Source: an optimization exercise on an open RTL-to-GDS flow (aim: small area, a short achievable clock period and few clock cycles). Production flows keep margins and buffers that such runs may drop. Where RTL was checked, it was by simulation tests only, not by an equivalence proof against the original. No functional check of the RTL was part of run 2. Power figures rest on the tool's default switching activity, not on a simulated workload.

===== design/flow/run.sh =====
#!/bin/bash
# synth_recipe.tcl (not shown) runs the flow's synth.tcl, then flattens the netlist and writes it again
# the make line also repeats each setting of config.mk as NAME=value (left out here)
make -C /OpenROAD-flow-scripts/flow DESIGN_CONFIG=/design/flow/config.mk WORK_HOME=/design/flow/orfs CLKGATE_MAP_FILE= SYNTH_SCRIPT=/design/flow/synth_recipe.tcl finish

===== design/flow/config.mk =====
export PLATFORM = sky130hd
export DESIGN_NAME = hrlf_top
export DESIGN_NICKNAME = hrlf_top
export VERILOG_FILES = /design/flow/design.v
export SDC_FILE = /design/flow/constraint.sdc
export NUM_CORES = 4
export LEC_CHECK = 0
export CAP_MARGIN = 20
export CORE_MARGIN = 2
export CORE_UTILIZATION = 40
export SLEW_MARGIN = 20

===== design/flow/constraint.sdc =====
create_clock -name core_clock -period 6.0 [get_ports {clk_i}]
set_input_delay 1.2000 -clock core_clock [delete_from_list [all_inputs] [get_ports {clk_i}]]
set_output_delay 1.2000 -clock core_clock [all_outputs]
set_load 0.01 [all_outputs]

===== design/flow/design.v =====
`timescale 1ns / 1ps
`default_nettype none
package hrlf_pkg;
  localparam int LengthBits = 32;
  localparam logic [LengthBits-1:0] LenMax = {LengthBits{1'b1}};
  localparam int NameLen = 15;
  localparam int EndLen = 4;
  localparam logic [NameLen*8-1:0] FieldName = "Content-Length:";
  localparam logic [EndLen*8-1:0] BlankLine = {8'h0d, 8'h0a, 8'h0d, 8'h0a};
  localparam int NameIdxW = $clog2(NameLen + 1);
  localparam int NameSelW = $clog2(NameLen);
  localparam int EndIdxW = $clog2(EndLen + 1);
  localparam int EndSelW = $clog2(EndLen);
  localparam logic [7:0] CharCr = 8'h0d;
  localparam logic [7:0] CharSpace = 8'h20;
  localparam logic [7:0] CharZero = 8'h30;
  localparam logic [7:0] CharNine = 8'h39;
  localparam int QueueDepth = 4;
  localparam int QueuePtrW = $clog2(QueueDepth);
  localparam int QueueCntW = $clog2(QueueDepth + 1);
  localparam int OutDepth = 2;
  localparam int OutCntW = $clog2(OutDepth + 1);
  localparam int ClsBits = 8 + NameLen + EndLen;
  localparam int OutWordBits = 34;
  typedef enum logic [1:0] {
    PhHeader,
    PhSpaces,
    PhDigits,
    PhBody
  } phase_e;
  typedef struct packed {
    logic [7:0] rx_byte;
    logic       restart;
  } in_word_t;
  typedef struct packed {
    logic        message_done;
    logic        length_error;
    logic [31:0] message_length;
  } out_word_t;
  typedef struct packed {
    logic               restart;
    logic               is_cr;
    logic               is_space;
    logic               is_digit;
    logic [3:0]         digit;
    logic [NameLen-1:0] name_eq;
    logic [EndLen-1:0]  end_eq;
  } cls_t;
endpackage
`default_nettype wire
`timescale 1ns / 1ps
`default_nettype none
import hrlf_pkg::*;
module hrlf_front (
  input  hrlf_pkg::in_word_t word_i,
  output hrlf_pkg::cls_t     cls_o
);
  logic [7:0] b;
  logic [7:0] b_off;
  assign b = word_i.rx_byte;
  assign b_off = b - CharZero;
  always_comb begin
    cls_o.restart  = word_i.restart;
    cls_o.is_cr    = (b == CharCr);
    cls_o.is_space = (b == CharSpace);
    cls_o.is_digit = (b >= CharZero) && (b <= CharNine);
    cls_o.digit    = b_off[3:0];
    for (int k = 0; k < NameLen; k++) begin
      cls_o.name_eq[k] = (b == FieldName[(NameLen-1-k)*8 +: 8]);
    end
    for (int k = 0; k < EndLen; k++) begin
      cls_o.end_eq[k] = (b == BlankLine[(EndLen-1-k)*8 +: 8]);
    end
  end
endmodule
`default_nettype wire
`timescale 1ns / 1ps
`default_nettype none
import hrlf_pkg::*;
module hrlf_queue (
  input  wire            clk_i,
  input  wire            rst_ni,
  input  wire            push_i,
  input  hrlf_pkg::cls_t word_i,
  output logic           full_o,
  input  wire            pop_i,
  output hrlf_pkg::cls_t word_o,
  output logic           empty_o
);
  logic [hrlf_pkg::ClsBits-1:0] mem_q [0:QueueDepth-1];
  logic [QueuePtrW-1:0] wr_q, wr_d;
  logic [QueuePtrW-1:0] rd_q, rd_d;
  logic [QueueCntW-1:0] cnt_q, cnt_d;
  logic                 do_push;
  logic                 do_pop;
  assign full_o  = (cnt_q == QueueCntW'(QueueDepth));
  assign empty_o = (cnt_q == '0);
  assign do_push = push_i && !full_o;
  assign do_pop  = pop_i && !empty_o;
  assign word_o  = mem_q[rd_q];
  always_comb begin
    wr_d  = wr_q;
    rd_d  = rd_q;
    cnt_d = cnt_q;
    if (do_push) begin
      wr_d = (wr_q == QueuePtrW'(QueueDepth - 1)) ? '0 : wr_q + 1'b1;
    end
    if (do_pop) begin
      rd_d = (rd_q == QueuePtrW'(QueueDepth - 1)) ? '0 : rd_q + 1'b1;
    end
    if (do_push && !do_pop) begin
      cnt_d = cnt_q + 1'b1;
    end else if (do_pop && !do_push) begin
      cnt_d = cnt_q - 1'b1;
    end
  end
  always_ff @(posedge clk_i or negedge rst_ni) begin
    if (!rst_ni) begin
      wr_q  <= '0;
      rd_q  <= '0;
      cnt_q <= '0;
    end else begin
      wr_q  <= wr_d;
      rd_q  <= rd_d;
      cnt_q <= cnt_d;
    end
  end
  always_ff @(posedge clk_i) begin
    if (do_push) begin
      mem_q[wr_q] <= word_i;
    end
  end
endmodule
`default_nettype wire
`timescale 1ns / 1ps
`default_nettype none
import hrlf_pkg::*;
module hrlf_back (
  input  wire                 clk_i,
  input  wire                 rst_ni,
  input  hrlf_pkg::cls_t      cls_i,
  input  wire                 cls_empty_i,
  output logic                cls_pop_o,
  output hrlf_pkg::out_word_t out_word_o,
  output logic                empty,
  input  wire                 pop
);
  typedef struct packed {
    logic emit;
    logic err;
    logic to_body;
    logic to_spaces;
    logic to_digits;
    logic to_header;
  } step_t;
  hrlf_pkg::phase_e                phase_q, phase_d, ph;
  logic [NameIdxW-1:0]   name_idx_q, name_idx_d, nidx, nidx_next;
  logic [EndIdxW-1:0]    end_idx_q, end_idx_d, eidx, eidx_next;
  logic                  seen_q, seen_d, seen;
  logic [LengthBits-1:0] len_q, len_d, len;
  logic [LengthBits-1:0] hdr_q, hdr_d, hdr, hdr_inc;
  logic [LengthBits-1:0] body_q, body_d, body;
  logic [LengthBits-1:0] total_q, total_d;
  logic [LengthBits:0]   sum;
  logic [LengthBits+3:0] len_x10;
  logic                  take;
  step_t                 st;
  logic [LengthBits-1:0] res_len;
  logic [hrlf_pkg::OutWordBits-1:0] out_mem_q [0:OutDepth-1];
  logic                  out_wr_q, out_rd_q;
  logic [OutCntW-1:0]    out_cnt_q;
  logic                  res_push;
  logic                  out_pop;
  hrlf_pkg::out_word_t             res_word;
  assign take      = !cls_empty_i && (out_cnt_q != OutCntW'(OutDepth));
  assign cls_pop_o = take;
  always_comb begin
    if (cls_i.restart) begin
      ph   = PhHeader;
      nidx = '0;
      eidx = '0;
      seen = 1'b0;
      len  = '0;
      hdr  = '0;
      body = '0;
    end else begin
      ph   = phase_q;
      nidx = name_idx_q;
      eidx = end_idx_q;
      seen = seen_q;
      len  = len_q;
      hdr  = hdr_q;
      body = body_q;
    end
  end
  assign hdr_inc = hdr + 1'b1;
  assign sum     = {1'b0, hdr} + {1'b0, len} + 1'b1;
  assign len_x10 = ({4'b0, len} << 3) + ({4'b0, len} << 1) + (LengthBits+4)'(cls_i.digit);
  always_comb begin
    eidx_next = cls_i.end_eq[eidx[EndSelW-1:0]] ? eidx + 1'b1 : EndIdxW'(cls_i.is_cr);
    nidx_next = cls_i.name_eq[nidx[NameSelW-1:0]] ? nidx + 1'b1
                                                  : NameIdxW'(cls_i.name_eq[0]);
  end
  always_comb begin
    st         = '0;
    res_len    = '0;
    name_idx_d = name_idx_q;
    end_idx_d  = end_idx_q;
    seen_d     = seen_q;
    len_d      = len_q;
    hdr_d      = hdr_q;
    body_d     = body_q;
    total_d    = total_q;
    if (take) begin
      name_idx_d = nidx;
      end_idx_d  = eidx;
      seen_d     = seen;
      len_d      = len;
      hdr_d      = hdr;
      body_d     = body;
      if (ph == PhBody) begin
        body_d = body - 1'b1;
        if (body == LengthBits'(1)) begin
          st.emit = 1'b1;
          res_len = total_q;
        end
      end else if (hdr == LenMax) begin
        st.emit = 1'b1;
        st.err  = 1'b1;
      end else begin
        hdr_d = hdr_inc;
        if (ph == PhHeader) begin
          if (eidx_next == EndIdxW'(EndLen)) begin
            if (!seen || len == '0) begin
              st.emit = 1'b1;
              res_len = hdr_inc;
            end else if (sum[LengthBits]) begin
              st.emit = 1'b1;
              st.err  = 1'b1;
            end else begin
              st.to_body = 1'b1;
              body_d     = len;
              total_d    = sum[LengthBits-1:0];
              name_idx_d = '0;
              end_idx_d  = '0;
            end
          end else begin
            end_idx_d = eidx_next;
            if (!seen) begin
              if (nidx_next == NameIdxW'(NameLen)) begin
                name_idx_d   = '0;
                st.to_spaces = 1'b1;
              end else begin
                name_idx_d = nidx_next;
              end
            end
          end
        end else begin
          end_idx_d = '0;
          if (cls_i.is_cr) begin
            seen_d       = 1'b1;
            end_idx_d    = EndIdxW'(1);
            st.to_header = 1'b1;
          end else if (ph == PhSpaces && cls_i.is_space) begin
            st.to_header = 1'b0;
          end else if (cls_i.is_digit) begin
            st.to_digits = 1'b1;
            if (|len_x10[LengthBits+3:LengthBits]) begin
              st.emit = 1'b1;
              st.err  = 1'b1;
            end else begin
              len_d = len_x10[LengthBits-1:0];
            end
          end else begin
            st.emit = 1'b1;
            st.err  = 1'b1;
          end
        end
      end
      if (st.emit) begin
        name_idx_d = '0;
        end_idx_d  = '0;
        seen_d     = 1'b0;
        len_d      = '0;
        hdr_d      = '0;
        body_d     = '0;
      end
    end
  end
  always_comb begin
    phase_d = phase_q;
    if (take) begin
      if (st.emit) begin
        phase_d = PhHeader;
      end else if (st.to_body) begin
        phase_d = PhBody;
      end else if (st.to_spaces) begin
        phase_d = PhSpaces;
      end else if (st.to_digits) begin
        phase_d = PhDigits;
      end else if (st.to_header) begin
        phase_d = PhHeader;
      end else begin
        phase_d = ph;
      end
    end
  end
  always_comb begin
    res_push                = take && st.emit;
    res_word.message_done   = !st.err;
    res_word.length_error   = st.err;
    res_word.message_length = st.err ? 32'd0 : 32'(res_len);
  end
  always_ff @(posedge clk_i or negedge rst_ni) begin
    if (!rst_ni) begin
      phase_q    <= PhHeader;
      name_idx_q <= '0;
      end_idx_q  <= '0;
      seen_q     <= 1'b0;
      len_q      <= '0;
      hdr_q      <= '0;
      body_q     <= '0;
      total_q    <= '0;
    end else begin
      phase_q    <= phase_d;
      name_idx_q <= name_idx_d;
      end_idx_q  <= end_idx_d;
      seen_q     <= seen_d;
      len_q      <= len_d;
      hdr_q      <= hdr_d;
      body_q     <= body_d;
      total_q    <= total_d;
    end
  end
  assign empty      = (out_cnt_q == '0);
  assign out_pop    = pop && !empty;
  assign out_word_o = out_mem_q[out_rd_q];
  always_ff @(posedge clk_i or negedge rst_ni) begin
    if (!rst_ni) begin
      out_wr_q  <= 1'b0;
      out_rd_q  <= 1'b0;
      out_cnt_q <= '0;
    end else begin
      if (res_push) begin
        out_wr_q <= !out_wr_q;
      end
      if (out_pop) begin
        out_rd_q <= !out_rd_q;
      end
      if (res_push && !out_pop) begin
        out_cnt_q <= out_cnt_q + 1'b1;
      end else if (out_pop && !res_push) begin
        out_cnt_q <= out_cnt_q - 1'b1;
      end
    end
  end
  always_ff @(posedge clk_i) begin
    if (res_push) begin
      out_mem_q[out_wr_q] <= res_word;
    end
  end
endmodule
`default_nettype wire
`timescale 1ns / 1ps
`default_nettype none
import hrlf_pkg::*;
module http_response_length_framer (
  input  wire                 clk_i,
  input  wire                 rst_ni,
  input  wire                 push,
  input  hrlf_pkg::in_word_t  in_word_i,
  output logic                full,
  output logic                empty,
  input  wire                 pop,
  output hrlf_pkg::out_word_t out_word_o
);
  hrlf_pkg::cls_t cls_in;
  hrlf_pkg::cls_t cls_head;
  logic cls_empty;
  logic cls_pop;
  hrlf_front u_front (
    .word_i (in_word_i),
    .cls_o  (cls_in)
  );
  hrlf_queue u_queue (
    .clk_i   (clk_i),
    .rst_ni  (rst_ni),
    .push_i  (push),
    .word_i  (cls_in),
    .full_o  (full),
    .pop_i   (cls_pop),
    .word_o  (cls_head),
    .empty_o (cls_empty)
  );
  hrlf_back u_back (
    .clk_i       (clk_i),
    .rst_ni      (rst_ni),
    .cls_i       (cls_head),
    .cls_empty_i (cls_empty),
    .cls_pop_o   (cls_pop),
    .out_word_o  (out_word_o),
    .empty       (empty),
    .pop         (pop)
  );
endmodule
`default_nettype wire
`timescale 1ns / 1ps
`default_nettype none
module hrlf_top (
  input  wire        clk_i,
  input  wire        rst_ni,
  input  wire        push,
  input  wire [7:0]  rx_byte,
  input  wire        restart,
  output wire        full,
  output wire        empty,
  input  wire        pop,
  output wire        message_done,
  output wire        length_error,
  output wire [31:0] message_length
);
  hrlf_pkg::in_word_t  in_word;
  hrlf_pkg::out_word_t out_word;
  assign in_word.rx_byte = rx_byte;
  assign in_word.restart = restart;
  http_response_length_framer u_framer (
    .clk_i      (clk_i),
    .rst_ni     (rst_ni),
    .push       (push),
    .in_word_i  (in_word),
    .full       (full),
    .empty      (empty),
    .pop        (pop),
    .out_word_o (out_word)
  );
  assign message_done   = out_word.message_done;
  assign length_error   = out_word.length_error;
  assign message_length = out_word.message_length;
endmodule
`default_nettype wire

==> results_dict.tcl, run 1 <==
set metrics [dict create \
    status "finished clean" \
    end_kind "flop" \
    netlist_area_um2 18700 \
    grt_util_all_layers_pct 22.7 \
    power_mw 6.85 \
    r2r_start "u_framer.u_queue.mem_q[3][26]" \
    syn_inst 1878 \
    clock-root-buffer "clkbuf_16" \
    syn-num-nets 2001 \
    rsz0062_at_grt "false" \
    ir_drop_mv 0.268 \
    postPlaceCellArea_um2 20100 \
    finalHoldViolCount 0 \
    finalSetupViolCount 0 \
    dpl_worst_slack_ns 0.164 \
    finalSetupTns_ns 0 \
    grt_overflow_total 0 \
    grt_pass1_wl_um 85400 \
    regArea_um2 8050 \
    yosysSeqAreaShare_pct 43.0 \
    clock_path_buffers 3 \
    fillers 4313 \
    hold_class "flop to flop" \
    finalClockSkew_ns 0.0260 \
    first_iter_violations 1277 \
    drv_cap 0 \
    fin_ws_ns 0.377 \
    ctsResizeCount 0 \
    cts_setup_buffers 0 \
    core.rowCount 79 \
    ys_types 90 \
    vias 15222 \
    nets 2054 \
    r2r_slack_ns 0.38 \
    core_um2 46400 \
    cts_buffers 35 \
    die_h_um 220 \
    pwr_density_cell_nw_per_um2 321 \
    tightest_slew_ns 1.08 \
    crit_arrival_ns 6.11 \
    num_io_pins 49 \
    cts.sinks 293 \
    hp-start "u_framer.u_back.total_q[20]" \
    htreeDepth 2 \
    fp.dieW_um 220 \
    cp-startpoint "u_framer.u_queue.mem_q[3][26]" \
    num_antenna_cells 0 \
    p_leak_nw 9.11 \
    cp-start-kind "flop" \
    syn_area_per_cell_um2 9.98 \
    syn_to_final_growth_pct 13.6 \
    hold_buffers 0 \
    grt_antenna_before_repair 1 \
    vias_per_cell 5.93 \
    slew_viol_final 0 \
    crit_type "flop to flop" \
    r2r-end "u_framer.u_back.len_q[0]" \
    maxSlewHeadroom_pct 27.0 \
    ant_nets 0 \
    grt_start_max_net_pins 93 \
    synthArstFlopShare_pct 50.9 \
    final.min_clock_period_ns 5.62 \
    cp-endpoint "u_framer.u_back.len_q[0]" \
    final_area_um2 21300 \
    routedWlPerCell_um 21.5 \
    cts_tree "done" \
    cts.clk_slew.worst_paths_ns 0.06 \
    cp.required_ns 6.48 \
    synth_edf_count 144 \
    dpl.hpwl_um 39600 \
    drc 0 \
    yosys_warnings 3 \
    insertion_delay_ns 0.56 \
    drive_gt1_share_pct 11.2 \
    start_util_pct 40.4 \
    ff2ff_path_depth 15 \
    fp.dieArea_um2 48600 \
    portBuffers 48 \
    crit_fanout 34 \
    fin_hold_ws_ns 0.480 \
    post-route-period-util_pct 93.7 \
    drt_pre_antenna_iters 7 \
    fmax_mhz 178 \
    gp_congestion 1.00 \
    multi_input_area_um2 10100 \
    grt_pass1_vias 14780 \
    ys.flop_type "dfrtp_1" \
    ys_ff_latch 293 \
    routed_wl_um 55300 \
]
## registers in the layout, indices dropped and copies added (netlist names)
signal	count
u_framer.u_back.body_q	32
u_framer.u_back.end_idx_q	3
u_framer.u_back.hdr_q	32
u_framer.u_back.len_q	32
u_framer.u_back.name_idx_q	4
u_framer.u_back.out_cnt_q	2
u_framer.u_back.out_mem_q	68
u_framer.u_back.out_rd_q	1
u_framer.u_back.out_wr_q	1
u_framer.u_back.phase_q	2
u_framer.u_back.seen_q	1
u_framer.u_back.total_q	32
u_framer.u_queue.cnt_q	3
u_framer.u_queue.mem_q	76
u_framer.u_queue.rd_q	2
u_framer.u_queue.wr_q	2
## worst min-delay path by stage
| stage | endpoint | slack [ns] | cells after the start |
|---|---|---|---|
| 2_1_floorplan | u_framer.u_back.end_idx_q[1] | 0.44 | 2 |
| 3_3_place_gp | u_framer.u_back.end_idx_q[1] | 0.46 | 2 |
| 3_5_place_dp | u_framer.u_back.end_idx_q[0] | 0.47 | 2 |
| 4_1_cts | u_framer.u_back.end_idx_q[0] | 0.48 | 2 |
| 5_1_grt | u_framer.u_back.end_idx_q[0] | 0.51 | 2 |
| 6_report | u_framer.u_back.total_q[20] | 0.48 | 2 |
## routing by layer
layer | track usage (%) | routed length (um) | up-vias
li1 | - | - | 7125
met3 | 3.13 | 3370 | 99
met5 | 0 | 0 | -
met1 | 32.3 | 25400 | 7464
met4 | 7.84 | 1700 | 0
met2 | 35.4 | 24800 | 534
## cell usage in the layout (no fill, tap or decap), drive strengths merged, types with 8 or more instances in the layout
| cell type | n |
|---|---|
| nor2 | 161 |
| xnor2 | 66 |
| ha | 107 |
| nor2b | 65 |
| or4 | 8 |
| o2bb2ai | 10 |
| o31ai | 24 |
| edfxtp | 144 |
| clkbuf | 41 |
| nand3 | 35 |
| o21ai | 100 |
| mux2 | 39 |
| or3 | 10 |
| mux4 | 20 |
| clkinv | 14 |
| o21bai | 15 |
| nor3 | 38 |
| a211o | 8 |
| nand2 | 196 |
| nor4 | 25 |
| o31a | 10 |
| xor2 | 43 |
| dfrtp | 149 |
| buf | 65 |
| o21a | 17 |
| and2 | 14 |
| clkdlybuf4s50 | 47 |
| inv | 40 |
| a31oi | 33 |
| nand4 | 20 |
| and3 | 13 |
| o211ai | 13 |
| a21oi | 118 |
| a211oi | 10 |
| a22oi | 44 |
| a21o | 44 |
| a22o | 33 |
## where the power goes
part / internal [mW] / leakage [nW] / switching [mW] / total (mW)
Sequential: 2.31 / 3.45 / 0.115 / 2.43
Clock: 1.37 / 0.592 / 0.908 / 2.28
Combinational: 0.703 / 5.07 / 1.44 / 2.14
## stage by stage
stage / cells / util (%)
floorplan: 1878 / -
global placement: 2500 / 43.3
detailed placement: 2500 / 43.3
CTS: 2564 / 45.9
global route: 2565 / 46.0
finish: 2565 / 46.0
## cell usage after synthesis (20+ instances only)
| cell | n | share of area, % |
|---|---|---|
| dfrtp_1 | 149 | 20 |
| nand4_1 | 20 | 0.67 |
| a21oi_1 | 117 | 3.1 |
| edfxtp_1 | 144 | 23 |
| mux4_2 | 20 | 2.4 |
| inv_1 | 38 | 0.76 |
| a22o_1 | 33 | 1.5 |
| nand3_1 | 35 | 0.93 |
| clkbuf_1 | 65 | 1.3 |
| nor2b_1 | 64 | 2.1 |
| a21o_1 | 44 | 1.8 |
| xor2_1 | 43 | 2.0 |
| mux2_2 | 39 | 2.3 |
| nor2_1 | 160 | 3.2 |
| a22oi_1 | 44 | 1.8 |
| nand2_1 | 196 | 3.9 |
| nor4_1 | 21 | 0.70 |
| o31ai_1 | 23 | 0.92 |
| xnor2_1 | 66 | 3.1 |
| a31oi_1 | 31 | 1.0 |
| ha_1 | 107 | 7.1 |
| nor3_1 | 36 | 0.96 |
| o21ai_0 | 95 | 2.5 |
## cell families (layout without fill, tap and decap cells)
family	after synthesis	count (layout)	share of synthesized area, %
AOI/OAI and AO/OA	540	540	19.8
and+or+nand+nor	624	625	16.4
muxes	66	66	5.12
buffers and inverters	136	215	3.17
adders and majority gates	110	110	7.46
DFF	293	293	43.0
xor gates and xnor gates	109	109	5.09
## worst max-delay path, stage by stage (launching register included)
cell and delay (ns):
edfxtp_1 0.41, mux4_4 0.74, buf_12 0.23, nor2b_1 0.35, ha_1 0.32, ha_1 0.39, a21oi_1 0.28, o21bai_1 0.10
a21oi_1 0.21, o21bai_1 0.16, or4_1 0.54, a211o_1 0.36, o31a_1 0.32, a21oi_1 0.16, a21o_1 0.70, a22o_1 0.26
## final cells by class
cell class	count	share of cell area [%]
Multi-Input combinational cell	1450	47.6
Clock inverter	23	1.47
Sequential cell	293	37.8
Clock buffer	41	4.31
Timing Repair Buffer	112	4.57
Tap cell	607	3.56
Inverter	39	0.687
Testbench counts, summed over its fixed seeds: cycles 66,163.
==> inputs of run 2 (changes only) <==
==> design/flow/design.v (replaced) <==
`timescale 1ns / 1ps
`default_nettype none
module hrlf_top (
  input  wire        clk_i,
  input  wire        rst_ni,
  input  wire        push,
  input  wire [7:0]  rx_byte,
  input  wire        restart,
  output wire        full,
  output wire        empty,
  input  wire        pop,
  output wire        message_done,
  output wire        length_error,
  output wire [31:0] message_length
);
  localparam logic [119:0] FieldName = "Content-Length:";
  logic        out_valid_q;   
  logic        out_err_q;     
  logic        fresh_q;       
  logic        body_q;        
  logic        field_q;       
  logic        dig_q;         
  logic        seen_q;        
  logic [3:0]  nidx_q;        
  logic [1:0]  eidx_q;        
  logic [31:0] cnt_q;         
  logic [31:0] len_q;         
  wire [7:0] b   = rx_byte;
  wire acc       = push && !full;
  wire nw        = fresh_q || restart;
  assign full           = out_valid_q;
  assign empty          = !out_valid_q;
  assign message_done   = !out_err_q;
  assign length_error   = out_err_q;
  assign message_length = cnt_q;
  wire       body  = body_q && !nw;
  wire       field = field_q && !nw;
  wire       seen  = seen_q && !nw;
  wire [3:0] nidx  = nw ? 4'd0 : nidx_q;
  wire [1:0] eidx  = nw ? 2'd0 : eidx_q;
  wire is_cr  = (b == 8'h0d);
  wire is_lf  = (b == 8'h0a);
  wire is_sp  = (b == 8'h20);
  wire is_dig = (b[7:4] == 4'h3) && (b[3:0] <= 4'd9);
  logic [7:0] nchar;
  always_comb begin
    nchar = FieldName[119 -: 8];
    for (int k = 0; k < 15; k++) begin
      if (nidx == 4'(k)) nchar = FieldName[(14-k)*8 +: 8];
    end
  end
  wire       name_hit  = (b == nchar);
  wire       name_done = name_hit && (nidx == 4'd14);
  wire [3:0] nidx_nx   = name_hit ? nidx + 4'd1 : {3'd0, b == FieldName[119 -: 8]};
  wire       end_hit = eidx[0] ? is_lf : is_cr;
  wire [1:0] eidx_nx = end_hit ? eidx + 2'd1 : {1'b0, is_cr};
  wire       hdr_end = !field && end_hit && (eidx == 2'd3);
  wire        hmax    = (&cnt_q) && !nw;
  wire        lnz     = |len_q;
  wire        len_is1 = (len_q[31:1] == 31'd0) && len_q[0];
  wire [32:0] hl      = {1'b0, cnt_q} + {1'b0, len_q} + 33'd1;
  wire        ovf_hl  = hl[32];
  wire        ovf10   = (len_q > 32'd429496729) || ((len_q == 32'd429496729) && (b[3:0] > 4'd5));
  wire [31:0] x10     = {len_q[28:0], 3'd0} + {len_q[30:0], 1'b0} + {28'd0, b[3:0]};
  wire [31:0] dec     = len_q - 32'd1;
  wire f_ok  = is_cr || (!dig_q && is_sp) || (is_dig && !ovf10);
  wire err   = !body && (hmax || (field && !f_ok) || (hdr_end && seen && lnz && ovf_hl));
  wire done  = body ? len_is1 : (!hmax && hdr_end && !(seen && lnz));
  wire emit  = acc && (err || done);
  wire to_body  = !body && hdr_end && seen && lnz;
  wire to_field = !body && !field && !seen && name_done;
  always_ff @(posedge clk_i or negedge rst_ni) begin
    if (!rst_ni) begin
      out_valid_q <= 1'b0;
      fresh_q     <= 1'b1;
    end else begin
      if (emit) begin
        out_valid_q <= 1'b1;
      end else if (pop) begin
        out_valid_q <= 1'b0;
      end
      if (acc) begin
        fresh_q <= emit;
      end
    end
  end
  always_ff @(posedge clk_i) begin
    if (emit) begin
      out_err_q <= err;
    end
    if (acc) begin
      body_q  <= body || to_body;
      field_q <= field ? !is_cr : to_field;
      dig_q   <= field && (dig_q || is_dig);
      seen_q  <= seen || (field && is_cr);
      nidx_q  <= nidx_nx;
      eidx_q  <= eidx_nx;
      if (err) begin
        cnt_q <= 32'd0;
      end else if (nw) begin
        cnt_q <= 32'd1;
      end else begin
        cnt_q <= cnt_q + 32'd1;
      end
      if (body) begin
        len_q <= dec;
      end else if (field && is_dig) begin
        len_q <= x10;
      end else if (to_field) begin
        len_q <= 32'd0;
      end
    end
  end
endmodule
`default_nettype wire
==> run 2 against run 1 <==
- clock-buffer cell count decreased by 31
- synthesized area decreased by 62%
- cell count fell by 59%
- still clean
- worst setup slack better by 0.79 ns
- combinational power shrank 85%
- critical path type is now input port to flop
- synthesized cell count down 58%
- critical endpoint is now len_q[30]
==> results_dict.tcl, run 2 <==
set metrics [dict create \
    status "finished clean" \
    htreeDepth 3 \
    grt_pass1_vias 5726 \
    nets 937 \
    crit_arrival_ns 4.94 \
    cpMostUsedCell "fa_1" \
    cts_setup_buffers 0 \
    grt_overflow_total 0 \
    ys_ff_latch 77 \
    final_util_pct 47.2 \
    ir_drop_mv 0.142 \
    drc 0 \
    cpLargestDelayFamily "compound AO/OA/AOI/OAI gates" \
    clock_path_buffers 2 \
    cp-startpoint "rx_byte[3]" \
    finalSetupTns_ns 0 \
    tightest_slew_ns 0.851 \
    layout_common_cells "93 x ha_1, 83 x nor2_1, 75 x edfxtp_1, 71 x nand2_1, 53 x xor2_1" \
    pwr_density_cell_nw_per_um2 201 \
    drt_pre_antenna_iters 5 \
    ys_top_cells_by_count "93 x ha_1, 83 x nor2_1, 75 x edfxtp_1, 71 x nand2_1, 53 x xor2_1" \
    finalHoldViolCount 0 \
    syn_inst 785 \
    end_kind "flop" \
    mostFrequentLayoutCell "ha_1" \
    syn_area_per_cell_um2 9.12 \
    hold_class "flop to flop" \
    cp.required_ns 6.11 \
    vias 6255 \
    core_um2 17400 \
    drv_cap 0 \
    slew_viol_final 0 \
    drive_gt1_share_pct 3.84 \
    cts_tree "done" \
    cp-start-kind "input port" \
    syn_to_final_growth_pct 14.7 \
    synthArstFlopShare_pct 2.60 \
    cp.depth 12 \
    cts_buffers 9 \
    final.min_clock_period_ns 4.84 \
    ys.flop_type "edfxtp_1" \
    r2r-end "len_q[30]" \
    first_iter_violations 436 \
    maxSlewHeadroom_pct 42.8 \
    synth_top_cell_by_area "edfxtp_1" \
    hp-start "fresh_q" \
    yosys_warnings 1 \
    path_cells "clkdlybuf4s50_1 -> fa_1 -> inv_1 -> fa_1 -> nor2b_1 -> o31a_1 -> o21ai_0 -> o21ai_1 -> a31oi_1 -> o311ai_0 -> mux2i_1 -> nand2_1" \
    gp_congestion 0.923 \
    reg_top3 "cnt_q x32, len_q x32, nidx_q x4" \
    yosysMostFrequentCell "ha_1" \
    cts.sinks 77 \
    core.rowCount 48 \
    grt_pass1_wl_um 31800 \
    portBuffers 48 \
    r2r_slack_ns 1.88 \
    ys_types 66 \
    fp.dieArea_um2 19000 \
    start_util_pct 41.1 \
    routed_wl_um 20200 \
    fillers 1697 \
    num_io_pins 49 \
    finalSetupViolCount 0 \
    synth_edf_count 75 \
    grt_antenna_before_repair 0 \
    rsz0062_at_grt "false" \
    yosysSeqAreaShare_pct 32.2 \
    grt_start_max_net_pins 46 \
    finalClockSkew_ns 0.00905 \
    netlist_area_um2 7160 \
    p_leak_nw 3.03 \
    fp.dieW_um 138 \
    insertion_delay_ns 0.36 \
    clock-root-buffer "clkbuf_16" \
    ys_top_cells_by_area "edfxtp_1 31%, ha_1 16%, xor2_1 6.5%, xnor2_1 5.1%, nor2_1 4.4%" \
    grt_util_all_layers_pct 22.0 \
    vias_per_cell 5.90 \
    die_h_um 138 \
    dpl.hpwl_um 14400 \
    cp-endpoint "len_q[30]" \
    max_stage_delay_ns 0.59 \
    yosys.area.top_type_share_pct 31.4 \
    fmax_mhz 207 \
    crit_type "input port to flop" \
    routedWlPerCell_um 19.1 \
    r2r_start "len_q[0]" \
    post-route-period-util_pct 80.6 \
    cts.clk_slew.worst_paths_ns 0.07 \
    slowest_stage "fa_1" \
    ff2ff_path_depth 11 \
    crit_fanout 7 \
    hold_buffers 0 \
    power_mw 1.65 \
    syn-num-nets 893 \
    ctsResizeCount 0 \
    path_buf_inv 2 \
    ant_nets 0 \
]
run 2: changes by cell type in the layout (fill, tap and decap cells not counted), sizes merged, moves of 33 or more:
| cell | previous run | this run |
|---|---|---|
| a22oi | 44 | 1 |
| a21o | 44 | 9 |
| edfxtp | 144 | 75 |
| nor2 | 161 | 83 |
| buf | 65 | 5 |
| mux2 | 39 | 0 |
| a21oi | 118 | 37 |
| dfrtp | 149 | 1 |
| a22o | 33 | 0 |
| nor2b | 65 | 8 |
| o21ai | 100 | 38 |
| nand2 | 196 | 71 |
run 2: worst min-delay path, delay by kind of cell, from the launching register on:
family	cells	cell delay (ns)
flip-flops	1	0.39
buffers and inverters	1	0.05
AO/OA/AOI/OAI	1	0.08
run 2: logic make-up (layout without fill, tap and decap cells):
| kind of cell | count (synthesis) | count (layout) | share of synthesized area, % |
|---|---|---|---|
| simple gates | 308 | 308 | 21.6 |
| compound gates | 165 | 165 | 14.9 |
| fa+ha+maj | 96 | 96 | 16.9 |
| xor+xnor | 95 | 95 | 11.6 |
| flops | 77 | 77 | 32.2 |
| buf+inv | 42 | 91 | 2.53 |
| mux | 2 | 2 | 0.280 |
| other cells | 0 | 1 | 0 |
run 2: per-stage QoR:
stage	area, um^2	cells	worst slack (ns)	hold WS (ns)
floorplan	7160	785	0.614	0.479
global placement	7880	1043	0.848	0.507
detailed placement	7880	1043	0.823	0.529
CTS	8210	1059	1.17	0.542
global route	8210	1059	0.868	0.583
finish	8220	1060	1.16	0.532
run 2: area by class of cell:
cell class	instances	area, um^2	area share [%]
multi-input combinational	666	4700	57.2
sequential	77	2300	28.0
timing repair buffer	53	518	6.31
tap	225	282	3.43
clock buffer	10	229	2.79
clock inverter	6	96.3	1.17
inverter	22	82.6	1.01
antenna	1	2.50	0.0305
run 2: layer usage:
| metal | GRT usage, % | vias to the layer above | routed length, um |
|---|---|---|---|
| li1 | - | 3047 | - |
| met1 | 30.4 | 3020 | 9660 |
| met2 | 34.5 | 164 | 9010 |
| met3 | 3.68 | 24 | 1180 |
| met4 | 8.33 | 0 | 363 |
| met5 | 0 | - | 0 |
run 2: power by group:
group	internal, mW	switching (mW)	total [mW]	leakage, nW
Combinational	0.154	0.176	0.330	2.12
Clock	0.370	0.253	0.623	0.155
Sequential	0.632	0.0663	0.698	0.758
Total	1.16	0.495	1.65	3.03
run 2: how the worst min path moves through the flow:
stage               endpoint  slack [ns]  depth (start not counted)
global placement     fresh_q        0.51                          2
detailed placement   fresh_q        0.53                          2
CTS                  fresh_q        0.54                          2
global route         fresh_q        0.58                          2
floorplan            fresh_q        0.48                          2
finish               fresh_q        0.53                          2

[afterwards: timing with drivers on the ports]
No port has a modelled driver above. Below, the same layouts with a new extraction and two added sets of constraints.
Step 1 (the two cells are an assumption about what drives the block):
set clk [get_ports {clk_i}]
set_driving_cell -lib_cell sky130_fd_sc_hd__clkbuf_16 $clk
set_driving_cell -lib_cell sky130_fd_sc_hd__buf_2 [delete_from_list [all_inputs] $clk]
Step 2, shift: input delay + t, output delay - t, t = (earliest + latest rising clock arrival at the registers) / 2. This alone moves slack from input paths to output paths.
Three values: ideal ports, drivers, drivers and shift; two values: the first two.
| run | shift t [ns] | slack for setup (ns) | worst register clock-pin slew, ns |
|---|---|---|---|
| run 1 | 0.607 | 0.377 / 0.377 / 0.377 | 0.07 / 0.07 |
| run 2 | 0.394 | 1.164 / 1.183 / 0.789 | 0.07 / 0.07 |
After both steps every run listed still meets setup and hold. For run 2, which loses most, drivers alone change the setup slack by +0.019 ns; drivers and shift together by -0.375 ns.
